Background: an optimization exercise with open tools, aiming at small area and a short achievable clock period. Do not read the settings as production practice.
In this exercise RTL edits were held to simulation tests only and were not proved equivalent to the original.

==> 08-14 <==
==> flow/design.v <==
`default_nettype none
module pcoeff_result_collector #(
  parameter int DEPTH = 64,
  parameter int SLACK = 16
) (
  input  logic                     clk,
  input  logic                     rst,
  input  logic                     resultValid_i,
  input  logic [47:0]              pcoeffSum_i,
  input  logic [12:0]              pcoeffCount_i,
  input  logic                     eccStatus_i,
  output logic                     slowDown_o,
  output logic                     outValid_o,
  input  logic                     outReady_i,
  output logic [47:0]              outSum_o,
  output logic [12:0]              outCount_o,
  output logic [$clog2(DEPTH):0]   occupancy_o,
  output logic [63:0]              totalSum_o,
  output logic [31:0]              resultsReceived_o,
  output logic                     overflowError_o,
  output logic                     eccErrorSticky_o
);
  localparam int AW = $clog2(DEPTH);
  localparam int OW = AW + 1;
  localparam int W  = 61;
  localparam int NS = DEPTH - 1;    
  localparam int NH = 7, NL = 9;    
  localparam logic [OW-1:0] FULL_LVL = OW'(DEPTH);
  localparam logic [OW-1:0] SLOW_LVL = OW'(DEPTH - SLACK);
  logic [W-1:0]  mem_q [NS];
  logic [W-1:0]  din, head_q, next_q, mem_rd;
  logic [NH-1:0] wr_hi_q;
  logic [NL-1:0] wr_lo_q;
  logic [NS-1:0] rsel;    
  logic [OW-1:0] cnt_q;
  logic          ge1_q, ge2_q, ge3_q, full_q, slow_q, overflow_q, ecc_q;
  logic [63:0]   totalSum_q;
  logic [31:0]   received_q;
  logic          pop, push, drop, up, dn, wadv, radv;
  assign din  = {pcoeffSum_i, pcoeffCount_i};
  assign pop  = ge1_q && outReady_i;
  assign push = resultValid_i && (!full_q || outReady_i);
  assign drop = resultValid_i && full_q && !outReady_i;
  assign up   = push && !pop;
  assign dn   = pop && !push;
  assign wadv = push && (outReady_i ? ge3_q : ge2_q);
  assign radv = pop && ge3_q;
  logic [NS-1:0] wsel;
  always_comb begin
    for (int i = 0; i < NS; i++) begin
      wsel[i] = wr_hi_q[i / NL] && wr_lo_q[i % NL];
    end
  end
  always_ff @(posedge clk) begin
    for (int i = 0; i < NS; i++)
      if (wsel[i]) mem_q[i] <= din;
  end
  always_comb begin
    mem_rd = '0;
    for (int i = 0; i < NS; i++)
      mem_rd = mem_rd | ({W{rsel[i]}} & mem_q[i]);
  end
  logic [W-1:0] head_new, out_q;
  logic         out_ld;
  assign out_ld   = !ge1_q || outReady_i;
  assign head_new = ge2_q ? next_q : din;
  always_ff @(posedge clk) begin
    out_q <= out_ld ? head_new : head_q;
    if ((!ge1_q && resultValid_i) || outReady_i)
      head_q <= head_new;
    if (!ge2_q || outReady_i)
      next_q <= ge3_q ? mem_rd : din;
  end
  localparam int AL = 48;
  localparam int LV = 6;    
  logic [48:0]   lo_sum;
  logic [15:0]   hi_inc;
  logic [AL-1:0] pg_g [LV+1];
  logic [AL-1:0] pg_p [LV+1];
  assign pg_g[0] = totalSum_q[AL-1:0] & pcoeffSum_i;
  assign pg_p[0] = totalSum_q[AL-1:0] ^ pcoeffSum_i;
  for (genvar l = 0; l < LV; l++) begin : g_ks
    for (genvar i = 0; i < AL; i++) begin : g_bit
      if (i >= (1 << l)) begin : g_op
        if (l % 2 == 0) begin : g_n
          pcoeff_ks_node_n u_node (
            .g(pg_g[l][i]), .p(pg_p[l][i]),
            .gl(pg_g[l][i-(1<<l)]), .pl(pg_p[l][i-(1<<l)]),
            .go(pg_g[l+1][i]), .po(pg_p[l+1][i]));
        end else begin : g_p
          pcoeff_ks_node_p u_node (
            .gn(pg_g[l][i]), .pn(pg_p[l][i]),
            .gln(pg_g[l][i-(1<<l)]), .pln(pg_p[l][i-(1<<l)]),
            .go(pg_g[l+1][i]), .po(pg_p[l+1][i]));
        end
      end else begin : g_pass
        pcoeff_ks_inv u_g (.a(pg_g[l][i]), .y(pg_g[l+1][i]));
        pcoeff_ks_inv u_p (.a(pg_p[l][i]), .y(pg_p[l+1][i]));
      end
    end
  end
  assign lo_sum = {pg_g[LV][AL-1], pg_p[0] ^ {pg_g[LV][AL-2:0], 1'b0}};
  assign hi_inc = totalSum_q[63:48] + 16'd1;
  always_ff @(posedge clk) begin
    if (rst) begin
      wr_hi_q    <= NH'(1);
      wr_lo_q    <= NL'(1);
      rsel       <= NS'(1);
      cnt_q      <= '0;
      ge1_q      <= 1'b0;
      ge2_q      <= 1'b0;
      ge3_q      <= 1'b0;
      full_q     <= 1'b0;
      slow_q     <= 1'b0;
      totalSum_q <= '0;
      received_q <= '0;
      overflow_q <= 1'b0;
      ecc_q      <= 1'b0;
    end else begin
      if (wadv) begin
        wr_lo_q <= {wr_lo_q[NL-2:0], wr_lo_q[NL-1]};
        if (wr_lo_q[NL-1]) wr_hi_q <= {wr_hi_q[NH-2:0], wr_hi_q[NH-1]};
      end
      if (radv) rsel <= {rsel[NS-2:0], rsel[NS-1]};
      if (push) begin
        totalSum_q <= {lo_sum[48] ? hi_inc : totalSum_q[63:48], lo_sum[47:0]};
        received_q <= received_q + 32'd1;
      end
      if (up) begin
        cnt_q  <= cnt_q + OW'(1);
        ge1_q  <= 1'b1;
        ge2_q  <= ge1_q;
        ge3_q  <= ge2_q;
        full_q <= (cnt_q == FULL_LVL - OW'(1));
        slow_q <= (cnt_q >= SLOW_LVL - OW'(1));
      end else if (dn) begin
        cnt_q  <= cnt_q - OW'(1);
        ge1_q  <= ge2_q;
        ge2_q  <= ge3_q;
        ge3_q  <= (cnt_q >= OW'(4));
        full_q <= 1'b0;
        slow_q <= (cnt_q >= SLOW_LVL + OW'(1));
      end
      overflow_q <= overflow_q | drop;
      ecc_q      <= ecc_q | eccStatus_i;
    end
  end
  assign slowDown_o        = slow_q;
  assign outValid_o        = ge1_q;
  assign outSum_o          = out_q[60:13];
  assign outCount_o        = out_q[12:0];
  assign occupancy_o       = cnt_q;
  assign totalSum_o        = totalSum_q;
  assign resultsReceived_o = received_q;
  assign overflowError_o   = overflow_q;
  assign eccErrorSticky_o  = ecc_q;
endmodule
module pcoeff_ks_node_n (
  input  logic g, p, gl, pl,
  output logic go, po
);
  assign go = ~(g | (p & gl));
  assign po = ~(p & pl);
endmodule
module pcoeff_ks_node_p (
  input  logic gn, pn, gln, pln,
  output logic go, po
);
  assign go = ~(gn & (pn | gln));
  assign po = ~(pn | pln);
endmodule
module pcoeff_ks_inv (
  input  logic a,
  output logic y
);
  assign y = ~a;
endmodule
`default_nettype wire
==> flow/run.sh <==
#!/bin/bash
# synth_recipe.tcl (not shown) runs the flow's synth.tcl, then flattens the netlist and writes it again
# the make line also repeats each setting of config.mk as NAME=value (left out here)
make -C /OpenROAD-flow-scripts/flow DESIGN_CONFIG=/design/flow/config.mk WORK_HOME=/design/flow/orfs CLKGATE_MAP_FILE= SYNTH_SCRIPT=/design/flow/synth_recipe.tcl finish
==> flow/config.mk <==
export PLATFORM = sky130hd
export DESIGN_NAME = pcoeff_result_collector
export DESIGN_NICKNAME = pcoeff_result_collector
export VERILOG_FILES = /design/flow/design.v
export SDC_FILE = /design/flow/constraint.sdc
export NUM_CORES = 4
export LEC_CHECK = 0
export CAP_MARGIN = 20
export CORE_MARGIN = 2
export CORE_UTILIZATION = 55
export CTS_CLUSTER_DIAMETER = 60
export CTS_CLUSTER_SIZE = 20
export PLACE_DENSITY = 0.68
export SETUP_SLACK_MARGIN = 2.4
export SLEW_MARGIN = 20
export SYNTH_HIERARCHICAL = 1
export SYNTH_MINIMUM_KEEP_SIZE = 0
==> flow/constraint.sdc <==
create_clock -name core_clock -period 5.0 [get_ports {clk}]
set_input_delay 1.0000 -clock core_clock [delete_from_list [all_inputs] [get_ports {clk}]]
set_output_delay 1.0000 -clock core_clock [all_outputs]
set_load 0.01 [all_outputs]
==> 09-22: changes against 08-14 <==
==> flow/design.v, changed modules only <==
module pcoeff_result_collector #(
  parameter int DEPTH = 64,
  parameter int SLACK = 16
) (
  input  logic                     clk,
  input  logic                     rst,
  input  logic                     resultValid_i,
  input  logic [47:0]              pcoeffSum_i,
  input  logic [12:0]              pcoeffCount_i,
  input  logic                     eccStatus_i,
  output logic                     slowDown_o,
  output logic                     outValid_o,
  input  logic                     outReady_i,
  output logic [47:0]              outSum_o,
  output logic [12:0]              outCount_o,
  output logic [$clog2(DEPTH):0]   occupancy_o,
  output logic [63:0]              totalSum_o,
  output logic [31:0]              resultsReceived_o,
  output logic                     overflowError_o,
  output logic                     eccErrorSticky_o
);
  localparam int AW = $clog2(DEPTH);
  localparam int OW = AW + 1;
  localparam int W  = 61;
  localparam int NS = DEPTH - 1;    
  localparam logic [OW-1:0] FULL_LVL = OW'(DEPTH);
  localparam logic [OW-1:0] SLOW_LVL = OW'(DEPTH - SLACK);
  logic [W-1:0]  mem_q [NS];
  logic [W-1:0]  din, head_q, head_mem;
  logic [AW-1:0] wr_q, rn_q;
  logic [OW-1:0] cnt_q;
  logic          valid_q, one_q, full_q, slow_q, overflow_q, ecc_q;
  logic [63:0]   totalSum_q;
  logic [31:0]   received_q;
  logic          pop, push, drop, up, dn, wen, wadv, radv;
  assign din  = {pcoeffSum_i, pcoeffCount_i};
  assign pop  = valid_q && outReady_i;
  assign push = resultValid_i && (!full_q || outReady_i);
  assign drop = resultValid_i && full_q && !outReady_i;
  assign up   = push && !pop;
  assign dn   = pop && !push;
  assign wen  = !full_q || outReady_i;
  assign wadv = push && valid_q && !(one_q && outReady_i);
  assign radv = pop && !one_q;
  logic [AW-1:0] wr_nxt, rn_nxt;
  assign wr_nxt = (wr_q == AW'(NS - 1)) ? '0 : wr_q + AW'(1);
  assign rn_nxt = (rn_q == AW'(NS - 1)) ? '0 : rn_q + AW'(1);
  logic [NS-1:0] wsel, rsel;
  always_comb begin
    for (int i = 0; i < NS; i++) begin
      wsel[i] = wen && (wr_q == AW'(i));
      rsel[i] = (rn_q == AW'(i));
    end
  end
  always_ff @(posedge clk) begin
    for (int i = 0; i < NS; i++)
      if (wsel[i]) mem_q[i] <= din;
  end
  always_comb begin
    head_mem = '0;
    for (int i = 0; i < NS; i++)
      head_mem = head_mem | ({W{rsel[i]}} & mem_q[i]);
  end
  always_ff @(posedge clk) begin
    if (!valid_q || outReady_i)
      head_q <= (valid_q && !one_q) ? head_mem : din;
  end
  localparam int AL = 48;
  localparam int LV = 6;    
  logic [48:0]   lo_sum;
  logic [15:0]   hi_inc;
  logic [AL-1:0] pg_g [LV+1];
  logic [AL-1:0] pg_p [LV+1];
  assign pg_g[0] = totalSum_q[AL-1:0] & pcoeffSum_i;
  assign pg_p[0] = totalSum_q[AL-1:0] ^ pcoeffSum_i;
  for (genvar l = 0; l < LV; l++) begin : g_ks
    for (genvar i = 0; i < AL; i++) begin : g_bit
      if (i >= (1 << l)) begin : g_op
        assign pg_g[l+1][i] = pg_g[l][i] | (pg_p[l][i] & pg_g[l][i-(1<<l)]);
        assign pg_p[l+1][i] = pg_p[l][i] & pg_p[l][i-(1<<l)];
      end else begin : g_pass
        assign pg_g[l+1][i] = pg_g[l][i];
        assign pg_p[l+1][i] = pg_p[l][i];
      end
    end
  end
  assign lo_sum = {pg_g[LV][AL-1], pg_p[0] ^ {pg_g[LV][AL-2:0], 1'b0}};
  assign hi_inc = totalSum_q[63:48] + 16'd1;
  always_ff @(posedge clk) begin
    if (rst) begin
      wr_q       <= '0;
      rn_q       <= '0;
      cnt_q      <= '0;
      valid_q    <= 1'b0;
      one_q      <= 1'b0;
      full_q     <= 1'b0;
      slow_q     <= 1'b0;
      totalSum_q <= '0;
      received_q <= '0;
      overflow_q <= 1'b0;
      ecc_q      <= 1'b0;
    end else begin
      if (wadv) wr_q <= wr_nxt;
      if (radv) rn_q <= rn_nxt;
      if (push) begin
        totalSum_q <= {lo_sum[48] ? hi_inc : totalSum_q[63:48], lo_sum[47:0]};
        received_q <= received_q + 32'd1;
      end
      if (up) begin
        cnt_q   <= cnt_q + OW'(1);
        valid_q <= 1'b1;
        one_q   <= !valid_q;
        full_q  <= (cnt_q == FULL_LVL - OW'(1));
        slow_q  <= (cnt_q >= SLOW_LVL - OW'(1));
      end else if (dn) begin
        cnt_q   <= cnt_q - OW'(1);
        valid_q <= !one_q;
        one_q   <= (cnt_q == OW'(2));
        full_q  <= 1'b0;
        slow_q  <= (cnt_q >= SLOW_LVL + OW'(1));
      end
      overflow_q <= overflow_q | drop;
      ecc_q      <= ecc_q | eccStatus_i;
    end
  end
  assign slowDown_o        = slow_q;
  assign outValid_o        = valid_q;
  assign outSum_o          = head_q[60:13];
  assign outCount_o        = head_q[12:0];
  assign occupancy_o       = cnt_q;
  assign totalSum_o        = totalSum_q;
  assign resultsReceived_o = received_q;
  assign overflowError_o   = overflow_q;
  assign eccErrorSticky_o  = ecc_q;
endmodule
// module pcoeff_ks_node_n removed
// module pcoeff_ks_node_p removed
// module pcoeff_ks_inv removed
Settings changed: CORE_UTILIZATION 55 to 40, CTS_CLUSTER_DIAMETER 60 to 80, CTS_CLUSTER_SIZE 20 to 25, PLACE_DENSITY 0.68 to 0.6, SYNTH_HIERARCHICAL 1 to default, SYNTH_MINIMUM_KEEP_SIZE 0 to default.
==> flow_metrics.tcl <==
set metrics [dict create \
    grt.met2_usage 0.516 \
    total_power_mw 59.2 \
    utilization 0.495 \
    ir_worst_vdd_mv 0.337 \
    rows 222 \
    synthToLayoutAreaGrowth_pct 23.4 \
    fin_ws_ps 1580 \
    num_vias 106000 \
    outcome "complete, no violations" \
    post_drt_wl_per_cell_um 50.4 \
    finalNetCount 9466 \
    crit_chain "inv_4 > ha_4 > buf_12 > nand2_8 > nor2_4 > buf_6 > a22o_1 > a221oi_1 > nand3_1 > nor4_4 > a21oi_2 > buf_4" \
    internal-power_mw 45.8 \
    clk_share 0.0297 \
]
That was 09-22.
==> flow_metrics.tcl <==
set metrics [dict create \
    post_drt_wl_per_cell_um 52.1 \
    outcome "complete, no violations" \
    rows 195 \
    num_vias 106000 \
    internal-power_mw 51.1 \
    synthToLayoutAreaGrowth_pct 11.9 \
    finalNetCount 9063 \
    utilization 0.619 \
    grt.met2_usage 0.619 \
    p_sw_mw 15.1 \
    fin_ws_ps 2090 \
    clk_share 0.0483 \
    crit_chain "and2_4 > buf_4" \
]
That was 08-14.

## re-timing with driven ports
The flow's constraints put no driver on any port. The routed layouts listed below were extracted and timed again, unchanged, in two steps. Step 1 sets driving cells, clkbuf_16 on the clock port and buf_2 on the other inputs (assumed; they add their load-dependent delay and slew). Step 2 also shifts input and output timing later by t, the mid clock arrival at the registers, as if the neighbouring blocks saw the same clock. Three values: ideal ports, drivers, drivers and shift; two values: the first two.
run | t, ns | setup WS [ns] | clock arrival spread, ns
08-14 | 1.094 | 2.093 / 2.093 / 1.219 | 0.079 / 0.079
09-22 | 1.058 | 1.582 / 1.582 / 1.056 | 0.112 / 0.112
After both steps every run listed still meets setup and hold. For 08-14, which loses most, drivers alone change the setup slack by 0.000 ns; drivers and shift together by -0.874 ns.
